Source: an optimization exercise on an open RTL-to-GDS flow (aim: small area, a short achievable clock period and few clock cycles). Production flows keep margins and buffers that such runs may drop. Only simulation tests tie the RTL to the original design; equivalence was not proved. Power figures rest on the tool's default switching activity, not on a simulated workload.

$ cat config.mk
export PLATFORM = sky130hd
export DESIGN_NAME = circular_list_engine
export DESIGN_NICKNAME = circular_list_engine
export VERILOG_FILES = /design/flow/design.v
export SDC_FILE = /design/flow/constraint.sdc
export NUM_CORES = 4
export LEC_CHECK = 0
export CAP_MARGIN = 20
export CORE_MARGIN = 2
export CORE_UTILIZATION = 50
export SETUP_SLACK_MARGIN = 2.6
export SLEW_MARGIN = 20
$ cat constraint.sdc
create_clock -name core_clock -period 5.0 [get_ports {clk}]
set_input_delay 1.0000 -clock core_clock [delete_from_list [all_inputs] [get_ports {clk}]]
set_output_delay 1.0000 -clock core_clock [all_outputs]
set_load 0.01 [all_outputs]
$ cat design.v
module circular_list_engine #(
  parameter int CAPACITY = 32
) (
  input  logic                clk,
  input  logic                rst_n,
  input  logic                in_tvalid,
  output logic                in_tready,
  input  logic [31:0]         in_tdata,    
  input  logic [1:0]          in_tuser,    
  output logic                out_tvalid,
  input  logic                out_tready,
  output logic [31:0]         out_tdata,   
  output logic [1:0]          out_tuser,   
  output logic                out_tlast
);
  localparam int N     = 32;
  localparam int CNT_W = 6;
  localparam logic [1:0] CMD_INSERT  = 2'd0;
  localparam logic [1:0] CMD_DELETE  = 2'd1;
  localparam logic [1:0] CMD_DISPLAY = 2'd2;
  localparam logic [1:0] CMD_NONE    = 2'd3;
  localparam logic [1:0] ST_OK       = 2'd0;
  localparam logic [1:0] ST_FULL     = 2'd1;
  localparam logic [1:0] ST_EMPTY    = 2'd2;
  localparam logic [1:0] ST_NOTFOUND = 2'd3;
  function automatic logic [N-1:0] lowest(input logic [N-1:0] x);
    logic [7:0] gany;
    logic [7:0] gsel;
    for (int g = 0; g < 8; g++) gany[g] = |x[4*g +: 4];
    for (int g = 0; g < 8; g++) gsel[g] = gany[g] & ~|(gany & ((8'(1) << g) - 8'(1)));
    for (int i = 0; i < N; i++)
      lowest[i] = x[i] & gsel[i/4] & ~|(x[(i/4)*4 +: 4] & ((4'(1) << (i%4)) - 4'(1)));
  endfunction
  logic [31:0]      mem [N];
  logic [N-1:0]     live;
  logic [N-1:0]     head;       
  logic [CNT_W-1:0] alloc;      
  logic [CNT_W-1:0] cnt;        
  logic             rv;
  logic [1:0]       rcmd;
  logic             rfull;
  logic [N-1:0]     rhits;      
  logic [N-1:0]     rsel;       
  logic [CNT_W-1:0] rleft;      
  logic             rlast;      
  logic             rdy;        
  logic             ov, sv;
  logic [31:0]      od, sd;
  logic [1:0]       os, ss;
  logic             ol, sl;
  logic         full, is_del, is_dsp;
  logic [N-1:0] rest, del_pick, dsp_pick;
  logic         found;
  logic [31:0]  rd;
  logic         s2_fire;
  logic [31:0]  nd;
  logic [1:0]   ns;
  logic         nl;
  assign full   = alloc[CNT_W-1];
  assign is_del = (rcmd == CMD_DELETE);
  assign is_dsp = (rcmd == CMD_DISPLAY);
  assign del_pick = lowest(rhits);
  assign rest     = rhits & ~rsel;
  assign dsp_pick = lowest(rest);
  assign found = |rhits;
  always_comb begin
    rd = '0;
    for (int i = 0; i < N; i++) rd = rd | ({32{rsel[i]}} & mem[i]);
  end
  assign s2_fire = rv && !sv;
  always_comb begin
    nd = '0;
    nl = 1'b1;
    unique case (rcmd)
      CMD_INSERT: ns = rfull ? ST_FULL : ST_OK;
      CMD_DELETE: ns = found ? ST_OK : ((cnt == '0) ? ST_EMPTY : ST_NOTFOUND);
      default: begin
        if (rleft == '0) begin
          ns = ST_EMPTY;
        end else begin
          ns = ST_OK;
          nd = rd;
          nl = rlast;
        end
      end
    endcase
  end
  logic             acc, ins_ok, dec;
  logic [N-1:0]     cmp;
  logic [N-1:0]     live_set, live_clr, live_kept, live_nxt;
  logic [N-1:0]     second, head_nxt;
  logic [CNT_W-1:0] cnt_up, cnt_dn, cnt_nxt, cnt_dsp;
  logic             dsp_le1;
  logic             rv_nxt, sv_nxt, rlast_nxt;
  assign in_tready = rdy;
  assign acc       = in_tvalid && rdy;
  assign ins_ok    = acc && (in_tuser == CMD_INSERT) && !full;
  assign dec       = s2_fire && is_del && found;
  always_comb begin
    for (int i = 0; i < N; i++) cmp[i] = (mem[i] == in_tdata);
  end
  always_comb begin
    live_set = '0;
    if (ins_ok) live_set[alloc[4:0]] = 1'b1;
  end
  assign live_clr  = (s2_fire && is_del) ? del_pick : '0;
  assign live_kept = live & ~live_clr;
  assign live_nxt  = live_kept | live_set;
  assign second   = lowest(live & ~head);
  assign head_nxt = (s2_fire && is_del && |(rhits & head)) ? ((|second) ? second : live_set)
                                         : ((|head) ? head : live_set);
  assign cnt_up  = cnt + CNT_W'(1);
  assign cnt_dn  = cnt - CNT_W'(1);
  assign cnt_nxt = (ins_ok == dec) ? cnt : (ins_ok ? cnt_up : cnt_dn);
  assign cnt_dsp = dec ? cnt_dn : cnt;
  assign dsp_le1 = dec ? (cnt <= CNT_W'(2)) : (cnt <= CNT_W'(1));
  always_comb begin
    rlast_nxt = rlast;
    if (rdy) rlast_nxt = (in_tuser != CMD_DISPLAY) || dsp_le1;
    else if (s2_fire && is_dsp) rlast_nxt = (rleft == CNT_W'(2));
  end
  assign rv_nxt = rdy ? (in_tvalid && (in_tuser != CMD_NONE)) : rv;
  assign sv_nxt = (!ov || out_tready) ? 1'b0 : (sv || s2_fire);
  always_ff @(posedge clk) begin
    for (int i = 0; i < N; i++)
      if (!full && alloc[4:0] == 5'(i)) mem[i] <= in_tdata;
  end
  always_ff @(posedge clk) begin
    if (!rst_n) begin
      live  <= '0;
      head  <= '0;
      alloc <= '0;
      cnt   <= '0;
      rv    <= 1'b0;
      rdy   <= 1'b1;
      ov    <= 1'b0;
      sv    <= 1'b0;
    end else begin
      live <= live_nxt;
      head <= head_nxt;
      if (ins_ok) alloc <= alloc + CNT_W'(1);
      cnt  <= cnt_nxt;
      rv   <= rv_nxt;
      rdy  <= !rv_nxt || (!sv_nxt && rlast_nxt);
      if (!ov || out_tready) ov <= sv || s2_fire;
      sv   <= sv_nxt;
    end
  end
  always_ff @(posedge clk) begin
    rlast <= rlast_nxt;
    if (rdy) begin
      rcmd  <= in_tuser;
      rfull <= full;
      rhits <= live_kept & ((in_tuser == CMD_DISPLAY) ? '1 : cmp);
      rsel  <= head_nxt;
      rleft <= cnt_dsp;
    end else if (s2_fire && is_dsp) begin
      rhits <= rest;
      rsel  <= dsp_pick;
      rleft <= rleft - CNT_W'(1);
    end
    if (!ov || out_tready) begin
      if (sv) begin
        od <= sd;
        os <= ss;
        ol <= sl;
      end else if (s2_fire) begin
        od <= nd;
        os <= ns;
        ol <= nl;
      end
    end else if (s2_fire) begin
      sd <= nd;
      ss <= ns;
      sl <= nl;
    end
  end
  assign out_tvalid = ov;
  assign out_tdata  = od;
  assign out_tuser  = os;
  assign out_tlast  = ol;
endmodule
$ cat run.sh
#!/bin/bash
# synth_recipe.tcl (not shown) runs the flow's synth.tcl, then flattens the netlist and writes it again
# the make line also repeats each setting of config.mk as NAME=value (left out here)
make -C /OpenROAD-flow-scripts/flow DESIGN_CONFIG=/design/flow/config.mk WORK_HOME=/design/flow/orfs CLKGATE_MAP_FILE= SYNTH_SCRIPT=/design/flow/synth_recipe.tcl finish
==> results of run 1 <==
-- routing by layer --
| metal | global-route usage (%) | up-vias |
|---|---|---|
| met5 | 3.161 | - |
| met4 | 51.93 | 44 |
| met3 | 36.46 | 2133 |
| met2 | 73.56 | 6640 |
| met1 | 65.25 | 26180 |
| li1 | - | 18650 |
-- state kept, by name (all words and copies together) (netlist names), 2 cells and up --
register and count:
od 32, rleft 6, os 2, cnt 6, alloc 6, ss 2, mem 1024, sd 32
rsel 32, head 32, rhits 32, live 32, rcmd 2
-- cell type report --
class,count,area share (%)
multi-input combinational,2907,33.69
timing repair buffer,783,11.13
inverter,24,0.1260
antenna,37,0.1181
clock inverter,59,0.6653
tap,1536,2.451
sequential,1248,46.79
clock buffer,190,5.029
-- power by group through the flow --
stage                     sequential [mW]  clock [mW]  combinational (mW)
after detailed placement             11.9           0                2.89
after floorplan                      11.9           0                1.29
after global routing                 11.7        10.8                4.26
after global placement               11.9           0                2.89
after CTS                            11.7        10.4                3.60
final                                11.7        10.5                4.41
-- kinds of logic (layout without fill, tap and decap cells) --
logic type / Yosys count / count (layout) / share of synthesized area (%)
adders and majority gates: 16 / 16 / 0.3365
DFF: 1248 / 1248 / 61.64
muxes: 3 / 3 / 0.05468
and+or+nand+nor: 1009 / 1020 / 9.791
AOI/OAI and AO/OA: 825 / 825 / 10.64
xor gates and xnor gates: 1043 / 1043 / 15.36
buffers and inverters: 323 / 1056 / 2.183
other: 0 / 37 / 0
-- synthesized netlist by cell type, drive strengths merged (39+ instances only) --
library cell and count:
a21oi 43, a221oi 129, a22o 132, a22oi 275
and2 65, buf 125, clkbuf 174, dfxtp 81
edfxtp 1167, nand2 126, nand2b 64, nand4 252
nor2 80, nor2b 41, nor3 60, nor4 208
o21ai 61, o31ai 39, xnor2 392, xor2 651
-- repair_timing --
action / in CTS / in global routing
setup buffers: 201 / 193
endpoints found under the setup margin: 786 / 482
gates resized for setup: 882 / 448
cloned: 20 / 23
pin swaps: 139 / 225
-- per-stage QoR --
| step | hold WS [ns] | util [%] |
|---|---|---|
| floorplan | 0.4454 | - |
| global placement | 0.4710 | 53.70 |
| detailed placement | 0.4772 | 53.71 |
| CTS | 0.4855 | 62.58 |
| global route | 0.4853 | 66.34 |
| finish | 0.4836 | 66.41 |
-- layout by cell type (no fill, tap or decap), types with 59 or more instances in the layout --
| master | n |
|---|---|
| a22o_1 | 100 |
| a22oi_1 | 227 |
| buf_12 | 90 |
| buf_4 | 449 |
| buf_6 | 112 |
| clkbuf_16 | 164 |
| dfxtp_1 | 69 |
| edfxtp_1 | 1167 |
| nand2_1 | 111 |
| nand4_1 | 252 |
| nor2_1 | 59 |
| nor4_1 | 103 |
| nor4_2 | 72 |
| xnor2_1 | 346 |
| xor2_1 | 629 |
-- critical path, cell delays in order, from the launching register on --
cell,delay (ns)
edfxtp_1,0.38
buf_6,0.16
buf_12,0.14
buf_4,0.14
a22o_4,0.25
a221oi_4,0.43
nand4_1,0.65
nor3_4,0.58
buf_6,0.17
o31ai_2,0.05
-- how the worst min path moves through the flow --
stage                  to  depth (start not counted)         from
2_1_floorplan    live[30]                          2     live[30]
3_3_place_gp     live[21]                          2     live[21]
3_5_place_dp     live[21]                          2     live[21]
4_1_cts          live[21]                          2     live[21]
5_1_grt        mem[19][1]                          1  in_tdata[1]
6_report         live[21]                          2     live[21]
==> flow_summary.toml, run 1 <==
[timing]
fmax_mhz = 307.4
tightest_slew_ns = 1.269
setup_slack_ns = 1.747
fin_worst_skew_ns = 0.02951
setup_violations = 0
rsz0062_at_grt = "true"
setup_tns_ns = 0
min_period_ns = 3.253
slew_viol_final = 0
post-route-period-util_pct = 65.06
maxSlewHeadroom_pct = 15.21
finalHoldViolCount = 0

[route]
topRoutingLayerUsed = "met5"
vias = 53650
wl_met3_mm = 71.16
avgViaCountPerCell = 7.908
met1Wirelength_mm = 114.1
wl_met2_mm = 134.9
postRouteAntennaNets = 0
routedWlPerCell_microns = 54.34
drc = 0
wl_mm = 368.7
drt-pass1-iter-count = 8
dr.first_iter.drc_count = 12550

[clock_tree]
hold_buffers = 0
cts.clk_slew.worst_paths_ns = 0.07
cts_root_buffer = "clkbuf_16"
cts_max_level = 4
cts_made_buffers = 140
clock-sinks = 1248
cts_tree = "done"
cts_max_path_buffers = 3
clock_latency_ns = 0.84

[floorplanning]
start_util_pct = 50.38
pin_count = 75
die_width_microns = 348.9
core-area_sq_um = 118100
row_count = 126
die-area_sq_um = 121700
die_h_microns = 348.9

[finish]
fin_area_sq_um = 78420
area_growth_pct = 31.82
nets = 5158
seq_area_sq_um = 36690
drive_above_1_share_pct = 30.80
multi_input_area_sq_um = 26420
fill_cells = 8608
layoutNonFillerInstCount = 6784

[critical_path]
crit_path_end_kind = "register"
r2r_end = "od[19]"
crit_type = "reg2reg"
path_max_fanout = 3
cp-start-kind = "register"
ff2ff_setup_slack_ns = 1.75
reg2reg_from = "rsel[4]"
cp_data_required_time_ns = 5.55
crit_path_end = "od[19]"
r2r_cells = 9
arrival_ns = 3.81
crit_path_start = "rsel[4]"

[synthesis]
synth_largest_area_cell = "edfxtp_1"
ys_ff_latch = 1248
synth_top_area_share_pct = 58.91
ys_seq_area_share_pct = 61.64
netlist_top_cells_area = "edfxtp_1, xor2_1, xnor2_1"
netlist_area_sq_um = 59490
synth.avg_cell_area_sq_um = 13.32
ys_types = 78
synthesis.nets = 4521
synth_ff_type = "edfxtp_1"
synthArstFlopShare_pct = 0
synth-edff-count = 1167
syn-instance-count = 4467
ys_warn_count = 2

[placed_design]
dp_cells = 6054
placed_cell_area_sq_um = 63420
place_congestion = 1.199
port_buffers = 74
place_ws_ns = 0.5516
place_hpwl_mm = 243.1

[grt]
grt_pass1_vias = 45560
antenna_found_initial = 51
grt_max_degree = 72
grt_first_pass_wirelength_mm = 453.1
grt_use_total_pct = 57.72
grt-ovfl-total = 0

[power_and_ir_drop]
p_sw_share_pct = 28.76
ir_drop_uv = 402.8
power_frac_seq_pct = 43.9
intPower_mw = 18.98
power_density_nw_per_um2 = 339.7
combPwrFrac_pct = 16.6
p_sw_mw = 7.660
power.total_mw = 26.63
clkPwrFrac_pct = 39.6
leakage_nw = 26.90

[run_status]
status = "finished clean"

[hold_path]
hp-class = "reg2reg"

[job]
max_cap_violations = 0
Testbench counts, summed over its fixed seeds: cycles 17,775.
==> inputs of run 2 (changes only) <==
--- a/design.v
+++ b/design.v
@@ -35,4 +35,5 @@
   logic [N-1:0]     live;
+  logic [N-1:0]     pclr;       
   logic [N-1:0]     head;       
-  logic [CNT_W-1:0] alloc;      
+  logic [N:0]       alloc;      
   logic [CNT_W-1:0] cnt;        
@@ -51,3 +52,3 @@
   logic         full, is_del, is_dsp;
-  logic [N-1:0] rest, del_pick, dsp_pick;
+  logic [N-1:0] tlive, hits, rest, del_pick, dsp_pick;
   logic         found;
@@ -58,9 +59,11 @@
   logic         nl;
-  assign full   = alloc[CNT_W-1];
+  assign full   = alloc[N];
   assign is_del = (rcmd == CMD_DELETE);
   assign is_dsp = (rcmd == CMD_DISPLAY);
-  assign del_pick = lowest(rhits);
-  assign rest     = rhits & ~rsel;
+  assign tlive    = live & ~pclr;
+  assign hits     = rhits & ~pclr;
+  assign del_pick = lowest(hits);
+  assign rest     = hits & ~rsel;
   assign dsp_pick = lowest(rest);
-  assign found = |rhits;
+  assign found    = |hits;
   always_comb begin
@@ -77,2 +80,3 @@
       default: begin
+        nd = rd;
         if (rleft == '0) begin
@@ -81,3 +85,2 @@
           ns = ST_OK;
-          nd = rd;
           nl = rlast;
@@ -89,3 +92,3 @@
   logic [N-1:0]     cmp;
-  logic [N-1:0]     live_set, live_clr, live_kept, live_nxt;
+  logic [N-1:0]     live_set, live_nxt;
   logic [N-1:0]     second, head_nxt;
@@ -101,11 +104,6 @@
   end
-  always_comb begin
-    live_set = '0;
-    if (ins_ok) live_set[alloc[4:0]] = 1'b1;
-  end
-  assign live_clr  = (s2_fire && is_del) ? del_pick : '0;
-  assign live_kept = live & ~live_clr;
-  assign live_nxt  = live_kept | live_set;
-  assign second   = lowest(live & ~head);
-  assign head_nxt = (s2_fire && is_del && |(rhits & head)) ? ((|second) ? second : live_set)
+  assign live_set  = ins_ok ? alloc[N-1:0] : '0;
+  assign live_nxt  = tlive | live_set;
+  assign second   = lowest(tlive & ~head);
+  assign head_nxt = (s2_fire && is_del && |(hits & head)) ? ((|second) ? second : live_set)
                                          : ((|head) ? head : live_set);
@@ -125,3 +123,3 @@
     for (int i = 0; i < N; i++)
-      if (!full && alloc[4:0] == 5'(i)) mem[i] <= in_tdata;
+      if (alloc[i]) mem[i] <= in_tdata;
   end
@@ -130,4 +128,5 @@
       live  <= '0;
+      pclr  <= '0;
       head  <= '0;
-      alloc <= '0;
+      alloc <= (N+1)'(1);
       cnt   <= '0;
@@ -139,4 +138,5 @@
       live <= live_nxt;
+      if (s2_fire && is_del) pclr <= del_pick;
       head <= head_nxt;
-      if (ins_ok) alloc <= alloc + CNT_W'(1);
+      if (ins_ok) alloc <= alloc << 1;
       cnt  <= cnt_nxt;
@@ -153,4 +153,4 @@
       rfull <= full;
-      rhits <= live_kept & ((in_tuser == CMD_DISPLAY) ? '1 : cmp);
-      rsel  <= head_nxt;
+      rhits <= tlive & ((in_tuser == CMD_DISPLAY) ? '1 : cmp);
+      rsel  <= (in_tuser == CMD_DISPLAY) ? head_nxt : '0;
       rleft <= cnt_dsp;
==> run 2 against run 1 <==
Hold slack worse by 0.040 ns. Flip-flop and latch count is 59 higher. Sequential power is 3% higher. Synthesized cell count is 3.3% higher. Non-clock buffer count is 81 lower. Final area is 2.8% higher. Largest power group unchanged. Highest routed layer unchanged.
==> flow_summary.toml, run 2 <==
[route]
wl_mm = 381.8
drt-pass1-iter-count = 10
dr.first_iter.drc_count = 13800
avgViaCountPerCell = 8.042
vias = 55670
postRouteAntennaNets = 0
drc = 0
routedWlPerCell_microns = 55.16

[floorplanning]
pin_count = 75
start_util_pct = 50.38
die_width_microns = 354.2
die-area_sq_um = 125500
core-area_sq_um = 121700
row_count = 128
die_h_microns = 354.2

[hold_path]
worstHoldPathCells = 1
worstHoldStart = "in_tdata[15]"
whs_endpoint = "mem[28][15]"
hp-class = "in2reg"

[critical_path]
ff2ff_setup_slack_ns = 1.66
arrival_ns = 3.91
path_max_fanout = 17
timing.critical_path.buf_inv = 1
reg2reg_from = "rsel[29]"
crit_path_end_kind = "register"
worstPathCellList = "buf_12 -> a22o_4 -> a221oi_4 -> nand4_1 -> o31a_1 -> mux2_2"
r2r_cells = 6
crit_type = "reg2reg"
critical-path-slowest-cell = "a221oi_4"
path_delay_family = "compound AO/OA/AOI/OAI gates"
cp_data_required_time_ns = 5.57
cp-start-kind = "register"
r2r_end = "od[0]"
slowest_delay_ns = 0.72

[timing]
fin_worst_skew_ns = 0.03712
min_period_ns = 3.340
maxSlewHeadroom_pct = 11.90
post-route-period-util_pct = 66.80
setup_tns_ns = 0
setup_violations = 0
slew_viol_final = 0
rsz0062_at_grt = "true"
fmax_mhz = 299.4
finalHoldViolCount = 0
whs_ns = 0.4433
tightest_slew_ns = 1.322

[finish]
largest_reg_flops = 1024
layoutNonFillerInstCount = 6922
fill_cells = 8947
area_growth_pct = 31.43
final_common_cell = "edfxtp_1"
largestRegisters = "mem x1024, alloc x33"
multi_input_area_sq_um = 27130
layout_common_cells = "edfxtp_1, xnor2_1, buf_4"
fin_util_pct = 66.22
nets = 5196
drive_above_1_share_pct = 29.94
top_register = "mem"
seq_area_sq_um = 37980

[clock_tree]
cts_max_path_buffers = 3
clock_latency_ns = 0.84
cts_max_level = 4
clock-sinks = 1307
cts_made_buffers = 147
hold_buffers = 0
cts.clk_slew.worst_paths_ns = 0.07
cts_tree = "done"
cts_root_buffer = "clkbuf_16"

[grt]
grt_use_total_pct = 57.66
grt_first_pass_wirelength_mm = 468.5
antenna_found_initial = 38
grt-ovfl-total = 0
grt_pass1_vias = 46490
grt_max_degree = 75

[synthesis]
synthesis.nets = 4659
yosysMostFrequentCell = "edfxtp_1"
ys_types = 72
synth-edff-count = 1167
ys_warn_count = 2
netlist_area_sq_um = 61320
ys_ff_latch = 1307
synth_largest_area_cell = "edfxtp_1"
synthArstFlopShare_pct = 0
netlist_top_cells_area = "edfxtp_1, xnor2_1, dfxtp_1"
synth_top_area_share_pct = 57.15
syn-instance-count = 4615
synth.avg_cell_area_sq_um = 13.29
synth_commonest_cells = "edfxtp_1, xnor2_1, nand4_1, a22oi_1, xor2_1"
synth_ff_type = "edfxtp_1"
ys_seq_area_share_pct = 61.72

[placed_design]
port_buffers = 74
dp_cells = 6237
place_hpwl_mm = 243.7
place_congestion = 1.142

[power_and_ir_drop]
leakage_nw = 26.94
ir_drop_uv = 417.3
power.total_mw = 26.57
power_density_nw_per_um2 = 329.6

[run_status]
status = "finished clean"

[job]
max_cap_violations = 0
==> run 2: cell types whose count changed after synthesis, moves of 34 or more <==
| cell | delta |
|---|---|
| a21boi_0 | +44 |
| and2_1 | -52 |
| buf_1 | +40 |
| buf_2 | -41 |
| dfxtp_1 | +59 |
| mux2_2 | +34 |
| nand2_1 | +54 |
| nand4_1 | +64 |
| nor3_1 | -35 |
| nor4_1 | -67 |
| xnor2_1 | +378 |
| xor2_1 | -388 |
==> run 2: worst max-delay path by stage <==
stage               slack (ns)        end         start  depth (start not counted)
global placement         -0.27  rhits[28]  in_tdata[28]                          8
detailed placement        0.37  rhits[17]  in_tdata[15]                          9
finish                    1.66      od[0]      rsel[29]                          6
floorplan                 2.47      sd[0]    out_tready                          2
CTS                       2.06     od[20]      rsel[29]                          6
global route              1.90      od[0]      rsel[29]                          6
==> run 2: cell families (layout without fill, tap and decap cells) <==
logic type,Yosys count,count (layout),share of synthesized area [%]
DFF,1307,1307,61.72
xor gates and xnor gates,1033,1033,14.75
and+or+nand+nor,1003,1008,9.441
AOI/OAI and AO/OA,884,884,11.11
buffers and inverters,339,989,2.083
muxes,43,43,0.7753
adders and majority gates,6,6,0.1224
other,0,27,0
==> run 2: per-layer routing <==
layer	global-route usage [%]	wire length (microns)	vias up
li1	-	-	19040
met1	68.69	123000	27380
met2	71.31	136300	7227
met3	39.41	79990	1970
met4	42.05	40290	54
met5	8.830	2272	-
==> run 2: what timing repair did <==
action	CTS	global route
cloned	31	26
setup endpoints to repair	322	213
setup buffers	192	142
pin swaps	150	239
gates resized for setup	912	475
==> run 2: layout make-up <==
cell class                      count  share of cell area [%]
Antenna cell                       27                 0.08383
Clock buffer                      193                   4.934
Clock inverter                     74                  0.8166
Inverter                           20                 0.09315
Multi-Input combinational cell   2974                   33.66
Sequential cell                  1307                   47.12
Tap cell                         1625                   2.523
Timing Repair Buffer              702                   10.77
==> run 2: report_power, final <==
group	switching (mW)	internal [mW]
logic	2.35	1.17
registers	0.0880	12.0
clock network	4.85	6.12
==> run 2: through the flow <==
| step | area [sq um] | setup WS [ns] |
|---|---|---|
| after floorplan | 61810 | 2.470 |
| after global placement | 64940 | -0.2661 |
| after detailed placement | 65000 | 0.3671 |
| after CTS | 76220 | 2.063 |
| after global routing | 80550 | 1.905 |
| final | 80600 | 1.660 |
Testbench counts of run 2, summed over its fixed seeds: cycles 17,775.
==> inputs of run 3 (changes only) <==
--- a/design.v
+++ b/design.v
@@ -46,2 +46,4 @@
   logic             rlast;      
+  logic             pf;         
+  logic [31:0]      pd;         
   logic             rdy;        
@@ -55,3 +57,3 @@
   logic [31:0]  rd;
-  logic         s2_fire;
+  logic         s2_fire, step, fill;
   logic [31:0]  nd;
@@ -72,3 +74,5 @@
   end
-  assign s2_fire = rv && !sv;
+  assign step    = rv && !sv;
+  assign fill    = is_dsp && !pf && (rleft != '0);
+  assign s2_fire = step && !fill;
   always_comb begin
@@ -80,3 +84,3 @@
       default: begin
-        nd = rd;
+        nd = pf ? pd : '0;
         if (rleft == '0) begin
@@ -95,3 +99,2 @@
   logic [CNT_W-1:0] cnt_up, cnt_dn, cnt_nxt, cnt_dsp;
-  logic             dsp_le1;
   logic             rv_nxt, sv_nxt, rlast_nxt;
@@ -113,6 +116,6 @@
   assign cnt_dsp = dec ? cnt_dn : cnt;
-  assign dsp_le1 = dec ? (cnt <= CNT_W'(2)) : (cnt <= CNT_W'(1));
   always_comb begin
     rlast_nxt = rlast;
-    if (rdy) rlast_nxt = (in_tuser != CMD_DISPLAY) || dsp_le1;
+    if (rdy) rlast_nxt = (in_tuser != CMD_DISPLAY) || (cnt_dsp == '0);
+    else if (step && fill) rlast_nxt = (rleft == CNT_W'(1));
     else if (s2_fire && is_dsp) rlast_nxt = (rleft == CNT_W'(2));
@@ -133,2 +136,3 @@
       rv    <= 1'b0;
+      pf    <= 1'b0;
       rdy   <= 1'b1;
@@ -143,2 +147,4 @@
       rv   <= rv_nxt;
+      if (rdy) pf <= 1'b0;
+      else if (step && fill) pf <= 1'b1;
       rdy  <= !rv_nxt || (!sv_nxt && rlast_nxt);
@@ -156,7 +162,8 @@
       rleft <= cnt_dsp;
-    end else if (s2_fire && is_dsp) begin
+    end else if (step && is_dsp) begin
       rhits <= rest;
       rsel  <= dsp_pick;
-      rleft <= rleft - CNT_W'(1);
+      if (!fill) rleft <= rleft - CNT_W'(1);
     end
+    if (step && is_dsp) pd <= rd;
     if (!ov || out_tready) begin
==> run 3 against run 2 <==
Final cell count grew 1.3%. Register-to-register slack gained 0.42 ns. Still clean. Clock power hardly changed. First-iteration DRC count down 8.0%. Highest routed layer unchanged. Total power grew 0.68%. Flip-flop and latch count increased by 33. Utilization down 1.9 points. Worst setup slack improved by 0.42 ns. Critical path type unchanged.
==> flow_summary.toml, run 3 <==
[timing]
post-route-period-util_pct = 58.39
fmax_mhz = 342.5
setup_slack_ns = 2.080
finalHoldViolCount = 0
slew_viol_final = 0
maxSlewHeadroom_pct = 16.45
fin_worst_skew_ns = 0.03187
min_period_ns = 2.920
rsz0062_at_grt = "true"
whs_ns = 0.4236
tightest_slew_ns = 1.253
setup_violations = 0
setup_tns_ns = 0

[clock_tree]
cts_made_buffers = 146
cts_max_path_buffers = 3
clock-sinks = 1340
cts.clk_slew.worst_paths_ns = 0.06
cts_root_buffer = "clkbuf_16"
clock_latency_ns = 0.82
cts_tree = "done"
cts_max_level = 4

[route]
drt-pass1-iter-count = 26
dr.first_iter.drc_count = 12690
vias = 54280
postRouteAntennaNets = 0
wl_mm = 374.3
avgViaCountPerCell = 7.739
drc = 0
routedWlPerCell_microns = 53.36

[finish]
final_common_cell = "edfxtp_1"
largestRegisters = "mem x1024, alloc x33"
nets = 5280
fin_area_sq_um = 79630
area_growth_pct = 27.70
largest_reg_flops = 1024
layoutNonFillerInstCount = 7014
drive_above_1_share_pct = 28.57
top_register = "mem"
layout_common_cells = "edfxtp_1, xor2_1, buf_4"

[placed_design]
place_ws_ns = 0.2830
dp_cells = 6419
placed_cell_area_sq_um = 66420
place_hpwl_mm = 253.5
place_congestion = 1.148
port_buffers = 74

[synthesis]
ys_seq_area_share_pct = 62.27
synthesis.nets = 4797
synth_largest_area_cell = "edfxtp_1"
synth-edff-count = 1199
netlist_area_sq_um = 62350
synth_ff_type = "edfxtp_1"
yosysMostFrequentCell = "edfxtp_1"
synthArstFlopShare_pct = 0
synth_commonest_cells = "edfxtp_1, xor2_1, a22oi_1, nor4_1, clkbuf_1"
netlist_top_cells_area = "edfxtp_1, xor2_1, a22oi_1"
synth_top_area_share_pct = 57.74
ys_ff_latch = 1340
synth.avg_cell_area_sq_um = 13.12
ys_warn_count = 2
ys_types = 77
syn-instance-count = 4754

[critical_path]
crit_type = "reg2reg"
crit_path_start = "mem[17][31]"
arrival_ns = 3.58
cp_data_required_time_ns = 5.66
cp-start-kind = "register"
crit_path_end_kind = "register"
path_max_fanout = 2
reg2reg_from = "mem[17][31]"

[hold_path]
worstHoldStart = "in_tdata[31]"
hp-class = "in2reg"

[grt]
antenna_found_initial = 41
grt_pass1_vias = 46620
grt_first_pass_wirelength_mm = 465.3
grt_max_degree = 65
grt-ovfl-total = 0
grt_use_total_pct = 56.57

[floorplanning]
die_h_microns = 357.1
start_util_pct = 50.37
row_count = 129
core-area_sq_um = 123800
pin_count = 75
die-area_sq_um = 127500
die_width_microns = 357.1

[power_and_ir_drop]
power_density_nw_per_um2 = 335.9
leakage_nw = 27.61
ir_drop_uv = 383.1

[run_status]
status = "finished clean"

[job]
max_cap_violations = 0
## run 3: changes by cell type in the layout (fill, tap and decap cells not counted), moves of 37 or more
cell,change
xor2_1,+591
nor2_1,+50
nor4_1,+79
a22oi_1,+95
xnor2_1,-524
a22o_1,-46
nand3_1,+41
a21boi_0,-72
xnor2_2,-82
a21oi_1,+81
nand4_1,-154
or4_4,+37
## run 3: logic make-up (layout without fill, tap and decap cells)
logic type      after synthesis  count (layout)  share of synthesized area, %
compound gates              877             878                         10.12
xor+xnor                   1037            1037                         14.57
fa+ha+maj                     5               5                        0.1003
buf+inv                     344             939                         2.089
flops                      1340            1340                         62.27
mux                          39              39                        0.6943
other cells                   0              26                             0
simple gates               1112            1113                         10.16
## run 3: path summary, 6_finish.rpt
check,slack (ns),endpoint,depth (start not counted)
setup / recovery,2.08,rhits[17],7
hold / removal,0.42,mem[30][31],1
setup reg to reg,2.08,rhits[17],7
hold reg to reg,0.49,live[6],2
## run 3: per-stage QoR
| stage | util [%] | total power [mW] |
|---|---|---|
| 6_report | 64.32 | 26.75 |
| 5_1_grt | 64.27 | 26.86 |
| 4_1_cts | 61.16 | 25.91 |
| 3_5_place_dp | 53.65 | 15.22 |
| 3_3_place_gp | 53.59 | 15.21 |
| 2_1_floorplan | - | 13.71 |
## run 3: final cells by class
| class | count | area, sq um |
|---|---|---|
| Fill cell | 9303 | 44170 |
| Timing Repair Buffer | 661 | 7697 |
| Multi-Input combinational cell | 3072 | 26270 |
| Antenna cell | 26 | 65.06 |
| Tap cell | 1637 | 2048 |
| Sequential cell | 1340 | 39010 |
| Inverter | 16 | 78.83 |
| Clock buffer | 187 | 3859 |
| Clock inverter | 75 | 603.1 |
## run 3: critical path: stages (launching register included)
cell,delay (ns)
edfxtp_1,0.54
xor2_2,0.25
nor4_4,0.55
nand4_1,0.69
o21ai_2,0.41
buf_6,0.16
a31oi_1,0.08
nor2_1,0.09
## run 3: repair_timing
action | in CTS | in global routing
hold endpoints to repair | 0 | 0
pin swaps | 153 | 210
setup buffers | 143 | 125
hold buffers | 0 | 0
gates resized for setup | 829 | 408
gates cloned | 13 | 24
endpoints found under the setup margin | 340 | 233
## run 3: power by group
| part | leakage (nW) | switching, mW | internal [mW] |
|---|---|---|---|
| Clock | 2.19 | 4.86 | 5.83 |
| Sequential | 12.3 | 0.0919 | 12.3 |
| Combinational | 13.1 | 2.57 | 1.10 |
## run 3: metal layers
metal	vias to the layer above	wire length [microns]	track usage (%)
li1	19290	-	-
met1	26590	119300	66.55
met2	6545	141900	74.94
met3	1818	70250	32.91
met4	42	41700	43.89
met5	-	1077	0.4815
Testbench counts of run 3, summed over its fixed seeds: cycles 19,057.
==> inputs of run 4 (changes only) <==
--- a/design.v
+++ b/design.v
@@ -48,2 +48,3 @@
   logic [31:0]      pd;         
+  logic             trk;        
   logic             rdy;        
@@ -84,3 +85,3 @@
       default: begin
-        nd = pf ? pd : '0;
+        nd = (pf && rleft != '0) ? pd : '0;
         if (rleft == '0) begin
@@ -118,5 +119,15 @@
     rlast_nxt = rlast;
-    if (rdy) rlast_nxt = (in_tuser != CMD_DISPLAY) || (cnt_dsp == '0);
+    if (rdy) rlast_nxt = (in_tuser != CMD_DISPLAY) || (cnt_dsp == '0) || (nofill && cnt_dsp == CNT_W'(1));
     else if (step && fill) rlast_nxt = (rleft == CNT_W'(1));
     else if (s2_fire && is_dsp) rlast_nxt = (rleft == CNT_W'(2));
+  end
+  logic         dsp_acc, nofill, walk;
+  logic [N-1:0] rsel_nxt;
+  assign dsp_acc = rdy && (in_tuser == CMD_DISPLAY);
+  assign nofill  = trk && !(s2_fire && is_del);
+  assign walk    = rv && is_dsp && !rdy;
+  always_comb begin
+    if (dsp_acc) rsel_nxt = nofill ? second : head_nxt;
+    else if (walk) rsel_nxt = step ? dsp_pick : rsel;
+    else rsel_nxt = head_nxt;
   end
@@ -137,2 +148,3 @@
       pf    <= 1'b0;
+      trk   <= 1'b0;
       rdy   <= 1'b1;
@@ -147,4 +159,5 @@
       rv   <= rv_nxt;
-      if (rdy) pf <= 1'b0;
+      if (rdy) pf <= dsp_acc && nofill && (cnt_dsp != '0);
       else if (step && fill) pf <= 1'b1;
+      trk  <= !(dsp_acc && nofill) && !walk;
       rdy  <= !rv_nxt || (!sv_nxt && rlast_nxt);
@@ -159,4 +172,3 @@
       rfull <= full;
-      rhits <= tlive & ((in_tuser == CMD_DISPLAY) ? '1 : cmp);
-      rsel  <= (in_tuser == CMD_DISPLAY) ? head_nxt : '0;
+      rhits <= tlive & ((in_tuser != CMD_DISPLAY) ? cmp : (nofill ? ~head : '1));
       rleft <= cnt_dsp;
@@ -164,6 +176,6 @@
       rhits <= rest;
-      rsel  <= dsp_pick;
       if (!fill) rleft <= rleft - CNT_W'(1);
     end
-    if (step && is_dsp) pd <= rd;
+    rsel <= rsel_nxt;
+    if (!(rv && is_dsp && !step)) pd <= rd;
     if (!ov || out_tready) begin
==> run 4 against run 3 <==
Still clean. Flip-flop and latch count is 1 higher. Hold slack better by 0.070 ns. Clock skew hardly changed. Routed wire length is 0.94% lower. Critical path type unchanged. Critical endpoint is now rsel[14]. Largest power group unchanged. Highest routed layer unchanged.
==> flow_summary.toml, run 4 <==
[synthesis]
yosysMostFrequentCell = "edfxtp_1"
synth.avg_cell_area_sq_um = 12.98
synth_ff_type = "edfxtp_1"
ys_types = 88
netlist_area_sq_um = 63350
synthesis.nets = 4923
synth_commonest_cells = "edfxtp_1, xor2_1, a22oi_1, nor4_1, clkbuf_1"
synth-edff-count = 1199
netlist_top_cells_area = "edfxtp_1, xor2_1, a22oi_1"
ys_warn_count = 2
synth_top_area_share_pct = 56.83
synth_largest_area_cell = "edfxtp_1"
ys_ff_latch = 1341
ys_seq_area_share_pct = 61.32
synthArstFlopShare_pct = 0
syn-instance-count = 4879

[clock_tree]
cts_tree = "done"
cts.clk_slew.worst_paths_ns = 0.06
cts_max_level = 4
clock_latency_ns = 0.82
clock-sinks = 1341
cts_root_buffer = "clkbuf_16"
cts_max_path_buffers = 3
cts_made_buffers = 151
hold_buffers = 0

[run_status]
status = "finished clean"

[route]
wl_mm = 370.7
dr.first_iter.drc_count = 12780
vias = 55130
avgViaCountPerCell = 7.729
drt-pass1-iter-count = 9
wl_met2_mm = 137.0
routedWlPerCell_microns = 51.98
postRouteAntennaNets = 0
met1Wirelength_mm = 122.3
drc = 0
topRoutingLayerUsed = "met5"
wl_met3_mm = 74.41

[finish]
fin_util_pct = 64.55
fin_area_sq_um = 81170
largestRegisters = "mem x1024, alloc x33"
area_growth_pct = 28.12
drive_above_1_share_pct = 29.84
layoutNonFillerInstCount = 7132
layout_common_cells = "edfxtp_1, xor2_1, buf_4"
nets = 5388
largest_reg_flops = 1024
top_register = "mem"
final_common_cell = "edfxtp_1"

[floorplanning]
row_count = 130
core-area_sq_um = 125700
die_width_microns = 360.0
die-area_sq_um = 129600
die_h_microns = 360.0
start_util_pct = 50.39
pin_count = 75

[critical_path]
reg2reg_from = "rhits[7]"
worstPathCellList = "nand3b_1 -> o2111ai_2 -> nor4_2 -> buf_4 -> a31oi_4 -> buf_6 -> buf_12 -> a311oi_4 -> buf_4 -> o31ai_2 -> o31a_1"
cp_common_cell = "buf_4"
critical-path-slowest-cell = "edfxtp_1"
crit_type = "reg2reg"
r2r_cells = 11
cp_data_required_time_ns = 5.55
crit_path_end_kind = "register"
path_max_fanout = 7
crit_path_start = "rhits[7]"
ff2ff_setup_slack_ns = 2.08
slowest_delay_ns = 0.44
r2r_end = "rsel[14]"
cp-start-kind = "register"
arrival_ns = 3.47

[placed_design]
placed_cell_area_sq_um = 67310
port_buffers = 74
dp_cells = 6539
place_congestion = 1.110
place_hpwl_mm = 250.7

[job]
max_cap_violations = 0

[power_and_ir_drop]
leakage_nw = 27.86
power_density_nw_per_um2 = 340.4
ir_drop_uv = 370.3

[grt]
grt_pass1_vias = 47520
grt_first_pass_wirelength_mm = 462.7
grt_max_degree = 61
grt-ovfl-total = 0
grt_use_total_pct = 54.56
antenna_found_initial = 24

[timing]
rsz0062_at_grt = "true"
fin_worst_skew_ns = 0.03148
min_period_ns = 2.920
setup_tns_ns = 0
fmax_mhz = 342.4
setup_violations = 0
post-route-period-util_pct = 58.41
maxSlewHeadroom_pct = 22.47
tightest_slew_ns = 1.163
finalHoldViolCount = 0
slew_viol_final = 0

[hold_path]
hp-class = "reg2reg"
worstHoldPathCells = 2
whs_endpoint = "pclr[27]"
worstHoldStart = "pclr[27]"
[run 4: cell count changes after synthesis, sizes merged, moves of 11 or more]
cell	delta
and3	-27
buf	+14
inv	+13
nor4	+11
a311oi	+20
and2	+37
nor2	-26
nor3	+41
nand3	+21
nor3b	-22
a31o	+21
a21oi	+18
nand2	-18
[run 4: cell type report]
type | count | area, sq um
timing repair buffer | 647 | 7601
antenna | 17 | 42.54
multi-input combinational | 3174 | 27490
tap | 1650 | 2064
fill | 9509 | 44570
inverter | 29 | 111.4
clock buffer | 191 | 4078
sequential | 1341 | 39020
clock inverter | 83 | 763.2
[run 4: cell families after synthesis]
family,share of synthesized area (%)
fa+ha+maj,0.1185
flops,61.32
mux,0.6893
xor+xnor,14.32
compound gates,10.86
buf+inv,2.240
simple gates,10.45
[run 4: timing repair]
action | in CTS | in global routing
setup endpoints to repair | 247 | 167
setup buffers | 142 | 123
gates resized for setup | 925 | 420
hold endpoints to repair | 0 | 0
gates cloned | 17 | 19
pin swaps | 127 | 206
[run 4: per-stage QoR]
stage	total power [mW]	hold WS (ns)	worst slack, ns
3_3_place_gp	15.37	0.4575	0.6929
2_1_floorplan	13.85	0.4401	2.508
4_1_cts	26.80	0.4860	2.301
6_report	27.63	0.4934	2.080
3_5_place_dp	15.38	0.4662	0.7065
5_1_grt	27.80	0.4938	2.091
[run 4: power breakdown]
group,internal [mW],switching (mW)
Clock,6.40,4.92
Combinational,1.23,2.69
Sequential,12.3,0.103
[run 4: worst max path at each step]
stage                      endpoint  slack [ns]
final                      rsel[14]        2.08
after global routing       rsel[14]        2.09
after CTS                  rsel[25]        2.30
after detailed placement  rhits[21]        0.71
after global placement    rhits[21]        0.69
after floorplan               sd[0]        2.51
[run 4: layer usage]
| layer | up-vias | track usage [%] |
|---|---|---|
| met5 | - | 2.368 |
| met4 | 42 | 36.78 |
| met3 | 1588 | 33.55 |
| met2 | 6453 | 70.20 |
| met1 | 27200 | 66.75 |
| li1 | 19840 | - |
[run 4: worst max-delay path: cells and delay by family, from the launching register on]
family                 cells  cell delay [ns]
AO/OA/AOI/OAI              5             0.89
buffers and inverters      4             0.66
AND/OR/NAND/NOR            2             0.66
flip-flops                 1             0.44
Testbench counts of run 4, summed over its fixed seeds: cycles 18,324.
==> inputs of run 5 (changes only) <==
--- a/config.mk
+++ b/config.mk
@@ -10,3 +10,3 @@
 export CORE_UTILIZATION = 50
-export SETUP_SLACK_MARGIN = 2.6
+export SETUP_SLACK_MARGIN = 2.3
 export SLEW_MARGIN = 20
==> run 5 against run 4 <==
Synthesized area is the same. Routed wire length shrank 1.8%. Largest cell class unchanged. Clock skew grew 0.013 ns. Highest routed layer unchanged.
==> flow_summary.toml, run 5 <==
[finish]
fill_cells = 10040
top_register = "mem"
final_common_cell = "edfxtp_1"
fin_util_pct = 60.37
nets = 5224
drive_above_1_share_pct = 21.06
layoutNonFillerInstCount = 6970
area_growth_pct = 19.81
layout_common_cells = "edfxtp_1, xor2_1, a22oi_1"
largest_reg_flops = 1024
largestRegisters = "mem x1024, alloc x33"
fin_area_sq_um = 75910

[timing]
fmax_mhz = 318.4
setup_violations = 0
maxSlewHeadroom_pct = 15.15
post-route-period-util_pct = 62.80
fin_worst_skew_ns = 0.04415
slew_viol_final = 0
setup_slack_ns = 1.860
whs_ns = 0.4880
rsz0062_at_grt = "true"
finalHoldViolCount = 0
tightest_slew_ns = 1.268
min_period_ns = 3.140
setup_tns_ns = 0

[synthesis]
synthesis.nets = 4923
yosysMostFrequentCell = "edfxtp_1"
synth.avg_cell_area_sq_um = 12.98
ys_seq_area_share_pct = 61.32
synth_largest_area_cell = "edfxtp_1"
synth_ff_type = "edfxtp_1"
syn-instance-count = 4879
synth-edff-count = 1199
netlist_area_sq_um = 63350
netlist_top_cells_area = "edfxtp_1, xor2_1, a22oi_1"
ys_types = 88
ys_ff_latch = 1341
synth_commonest_cells = "edfxtp_1, xor2_1, a22oi_1, nor4_1, clkbuf_1"
synth_top_area_share_pct = 56.83
ys_warn_count = 2
synthArstFlopShare_pct = 0

[critical_path]
crit_path_end_kind = "register"
ff2ff_setup_slack_ns = 1.99
arrival_ns = 3.80
crit_type = "in2reg"
cp-start-kind = "primary input"
path_max_fanout = 44
cp_data_required_time_ns = 5.66

[floorplanning]
die_h_microns = 360.0
die-area_sq_um = 129600
pin_count = 75
start_util_pct = 50.39
die_width_microns = 360.0
core-area_sq_um = 125700
row_count = 130

[placed_design]
place_ws_ns = 0.4486
placed_cell_area_sq_um = 67280
port_buffers = 74
place_hpwl_mm = 256.0
place_congestion = 1.124
dp_cells = 6540

[route]
drc = 0
postRouteAntennaNets = 0
routedWlPerCell_microns = 52.24
dr.first_iter.drc_count = 11790
wl_mm = 364.1
vias = 53880
drt-pass1-iter-count = 8
avgViaCountPerCell = 7.730

[grt]
grt_pass1_vias = 47390
grt_max_degree = 75
grt_use_total_pct = 54.30
antenna_found_initial = 42
grt-ovfl-total = 0
grt_first_pass_wirelength_mm = 461.1

[power_and_ir_drop]
power_density_nw_per_um2 = 355.0
power.total_mw = 26.95
leakage_nw = 25.92
ir_drop_uv = 385.4

[clock_tree]
cts_max_level = 4
clock_latency_ns = 0.84
cts.clk_slew.worst_paths_ns = 0.06
clock-sinks = 1341
cts_root_buffer = "clkbuf_16"
cts_made_buffers = 149
cts_max_path_buffers = 3
cts_tree = "done"

[hold_path]
hp-class = "reg2reg"

[job]
max_cap_violations = 0

[run_status]
status = "finished clean"
[run 5: worst max-delay path: stages]
cell	delay (ns)
buf_6	0.39
xnor2_1	0.28
nand4_1	0.61
nor4_4	0.63
buf_4	0.20
a21oi_1	0.16
a31oi_1	0.20
a32oi_1	0.11
nor2_1	0.13
[run 5: cells by family (layout without fill, tap and decap cells)]
logic type,count (synthesis),in the layout,share of synthesized area (%)
other cells,0,25,0
flops,1341,1341,61.32
simple gates,1139,1140,10.45
fa+ha+maj,6,6,0.1185
mux,39,39,0.6893
compound gates,950,952,10.86
buf+inv,368,781,2.240
xor+xnor,1036,1036,14.32
[run 5: final timing paths]
| check | start | to | cells after the start |
|---|---|---|---|
| min reg2reg | live[30] | live[30] | 2 |
| max | in_tdata[30] | rhits[10] | 9 |
| max reg2reg | mem[10][3] | rhits[10] | 8 |
| min | live[30] | live[30] | 2 |
[run 5: routing by layer]
metal  vias up  share of wire (%)  global-route usage, %
met5         -               0.14                  1.517
met4        34                9.7                  37.80
met3      1464                 19                  30.37
met2      6198                 38                  71.69
met1     26660                 33                  66.45
li1      19520                  -                      -
[run 5: power breakdown]
group	internal (mW)	leakage, nW	total [mW]	switching [mW]
combinational	0.910	11.4	3.35	2.44
clock	6.34	2.34	11.2	4.85
sequential	12.3	12.2	12.4	0.115
total	19.5	25.9	27.0	7.40
[run 5: final cells by class]
| cell class | count | area, sq um | share of cell area (%) |
|---|---|---|---|
| timing repair buffer | 486 | 4686 | 6.173 |
| sequential | 1341 | 39010 | 51.39 |
| antenna | 25 | 62.56 | 0.08242 |
| tap | 1650 | 2064 | 2.720 |
| clock buffer | 185 | 4041 | 5.324 |
| multi-input combinational | 3173 | 25200 | 33.19 |
| clock inverter | 81 | 737.0 | 0.9709 |
| inverter | 29 | 111.4 | 0.1467 |
[run 5: timing repair]
item                       CTS  global route
pin swaps                   43            49
hold buffers                 0             0
setup endpoints to repair  214           234
gates resized for setup    295           248
setup buffers               79            52
gates cloned                 3             5
==> inputs of run 6 (changes only) <==
--- a/config.mk
+++ b/config.mk
@@ -9,4 +9,4 @@
 export CORE_MARGIN = 2
-export CORE_UTILIZATION = 50
-export SETUP_SLACK_MARGIN = 2.3
+export CORE_UTILIZATION = 45
+export SETUP_SLACK_MARGIN = 2.6
 export SLEW_MARGIN = 20
==> run 6 against run 5 <==
Sequential power about the same. Final area up 9.4%. Combinational power increased by 24%. First-iteration DRC count up 2.9%.
==> flow_summary.toml, run 6 <==
[critical_path]
crit_path_end_kind = "register"
crit_path_start = "rsel[19]"
worstPathCellList = "buf_4 -> a22oi_1 -> nand4_1 -> or4_1"
crit_type = "reg2reg"
cp_data_required_time_ns = 5.54
critical-path-slowest-cell = "nand4_1"
ff2ff_setup_slack_ns = 2.09
path_max_fanout = 17
arrival_ns = 3.45
path_delay_family = "simple AND/OR/NAND/NOR gates"
reg2reg_from = "rsel[19]"
timing.critical_path.buf_inv = 1
cp_num_cells = 4
slowest_delay_ns = 0.82
r2r_end = "pd[2]"
cp-start-kind = "register"
r2r_cells = 4

[route]
vias = 57010
wl_mm = 413.2
dr.first_iter.drc_count = 12140
postRouteAntennaNets = 0
routedWlPerCell_microns = 54.92
drc = 0
drt-pass1-iter-count = 9
avgViaCountPerCell = 7.578

[placed_design]
port_buffers = 74
place_congestion = 1.162
place_ws_ns = 0.6321
place_hpwl_mm = 277.1

[timing]
tightest_slew_ns = 1.308
maxSlewHeadroom_pct = 12.53
rsz0062_at_grt = "true"
finalHoldViolCount = 0
min_period_ns = 2.906
fin_worst_skew_ns = 0.02786
slew_viol_final = 0
fmax_mhz = 344.2
setup_tns_ns = 0
post-route-period-util_pct = 58.11
setup_violations = 0
setup_slack_ns = 2.094

[grt]
use_met2_pct = 72.12
grt_use_total_pct = 55.43
grt_max_degree = 54
grt.met1_usage_pct = 64.85
use_met3_pct = 31.64
grt-ovfl-total = 0
antenna_found_initial = 57
grt_first_pass_wirelength_mm = 509.0
top_usage_layer = "met2"
grt_pass1_vias = 49000

[finish]
top_register = "mem"
drive_above_1_share_pct = 31.42
largestRegisters = "mem x1024, alloc x33"
area_growth_pct = 31.09
final_common_cell = "edfxtp_1"
largest_reg_flops = 1024
fill_cells = 11170
layout_common_cells = "edfxtp_1, xor2_1, buf_4"
nets = 5529

[job]
max_cap_violations = 0

[synthesis]
yosysMostFrequentCell = "edfxtp_1"
netlist_top_cells_area = "edfxtp_1, xor2_1, a22oi_1"
ys_types = 88
ys_ff_latch = 1341
syn-instance-count = 4879
synth_ff_type = "edfxtp_1"
synth_largest_area_cell = "edfxtp_1"
synth-edff-count = 1199
synth_commonest_cells = "edfxtp_1, xor2_1, a22oi_1, nor4_1, clkbuf_1"
netlist_area_sq_um = 63350
synthesis.nets = 4923
ys_warn_count = 2
synth_top_area_share_pct = 56.83
synth.avg_cell_area_sq_um = 12.98
ys_seq_area_share_pct = 61.32
synthArstFlopShare_pct = 0

[clock_tree]
cts_tree = "done"
cts_max_level = 4
cts_max_path_buffers = 3
cts_made_buffers = 154
cts_root_buffer = "clkbuf_16"
clock_latency_ns = 0.84
hold_buffers = 0
cts.clk_slew.worst_paths_ns = 0.06
clock-sinks = 1341

[run_status]
status = "finished clean"

[hold_path]
worstHoldStart = "in_tdata[28]"
hp-class = "in2reg"
worstHoldPathCells = 1
whs_endpoint = "mem[25][28]"

[floorplanning]
row_count = 137
start_util_pct = 45.35
die_h_microns = 379.2
core-area_sq_um = 139700
pin_count = 75
die_width_microns = 379.2
die-area_sq_um = 143800

[power_and_ir_drop]
ir_drop_uv = 277.7
power_density_nw_per_um2 = 335.8
leakage_nw = 28.74
-- run 6: cell counts after synthesis --
No cell type changed its count.
-- run 6: per-stage QoR --
step	power (mW)	instances	util (%)	instance area (sq um)	hold WS (ns)
detailed placement	15.55	6815	48.75	68100	0.4707
floorplan	13.85	4879	-	63630	0.4401
global placement	15.55	6810	48.66	67980	0.4570
finish	27.88	7523	59.45	83050	0.4370
global route	27.98	7494	59.39	82980	0.4406
CTS	27.04	7297	56.32	78680	0.4758
-- run 6: layout make-up --
cell class	count	area, sq um	area share, %
clock inverter	77	616.8	0.7428
inverter	29	113.9	0.1371
antenna	33	82.58	0.09944
timing repair buffer	785	9009	10.85
sequential	1341	39020	46.99
tap	1876	2347	2.826
multi-input combinational	3174	27650	33.29
clock buffer	208	4212	5.071
-- run 6: worst max-delay path by stage --
stage	endpoint	slack, ns
finish	pd[2]	2.09
floorplan	sd[0]	2.51
CTS	rsel[29]	2.33
detailed placement	rhits[30]	0.63
global route	rsel[22]	2.22
global placement	rhits[16]	0.25
-- run 6: worst reg2reg max path, stage by stage (launching register included) --
cell and delay [ns]:
edfxtp_1 0.41, buf_4 0.32, a22oi_1 0.31, nand4_1 0.82
or4_1 0.76
-- run 6: power breakdown --
| part | leakage (nW) | switching, mW | internal (mW) |
|---|---|---|---|
| Sequential | 12.2 | 0.120 | 12.3 |
| Clock | 2.38 | 5.09 | 6.21 |
| Combinational | 14.2 | 2.88 | 1.29 |
-- run 6: timing repair --
action | in CTS | in global routing
pin swaps | 128 | 195
buffers inserted | 168 | 173
gates cloned | 29 | 19
setup endpoints to repair | 350 | 193
gates resized for setup | 897 | 441
-- run 6: cells by family (layout without fill, tap and decap cells) --
group	count (synthesis)	in the layout	share of synthesized area [%]
AO/OA/AOI/OAI	950	952	10.86
XOR/XNOR	1036	1036	14.32
adder cells (fa/ha/maj)	6	6	0.1185
buffers and inverters	368	1099	2.240
flip-flops	1341	1341	61.32
multiplexers	39	39	0.6893
other	0	33	0
AND/OR/NAND/NOR	1139	1141	10.45
-- run 6: layer usage --
metal	wire [microns]	vias to the layer above
li1	-	20140
met1	134900	28360
met2	154600	6543
met3	75450	1907
met4	46860	56
met5	1347	-

## port drivers added, routing unchanged
How much do the figures lean on ideal ports? The routed layouts below were timed once more, with nothing changed but the port constraints. Step 1, drivers: a clkbuf_16 drives clk and a buf_2 each remaining input, both assumed. Step 2 times the ports against the registers' clock, not the clock port: input delays grow and output delays shrink by t, the midpoint of the rising clock arrivals with the driver on. Three values: ideal, step 1, step 2; two values: the first two.
| run | shift t [ns] | setup slack, ns | worst setup path after step 2 | worst data-port slew with drivers (ns) | cell pins on the clock port's net |
|---|---|---|---|---|---|
| run 1 | 0.907 | 1.747 / 1.747 / 1.330 | input to register | 0.34 | 1 |
| run 2 | 0.907 | 1.660 / 1.660 / 1.309 | input to register | 0.32 | 1 |
| run 3 | 0.893 | 2.080 / 1.983 / 1.091 | input to register | 0.33 | 1 |
| run 4 | 0.881 | 2.080 / 2.080 / 1.469 | input to register | 0.39 | 1 |
| run 5 | 0.899 | 1.860 / 1.753 / 0.853 | input to register | 0.26 | 1 |
| run 6 | 0.911 | 2.094 / 2.094 / 1.409 | input to register | 0.27 | 1 |
After both steps every run listed still meets setup and hold. For run 5, which loses most, drivers alone change the setup slack by -0.107 ns; drivers and shift together by -1.007 ns.
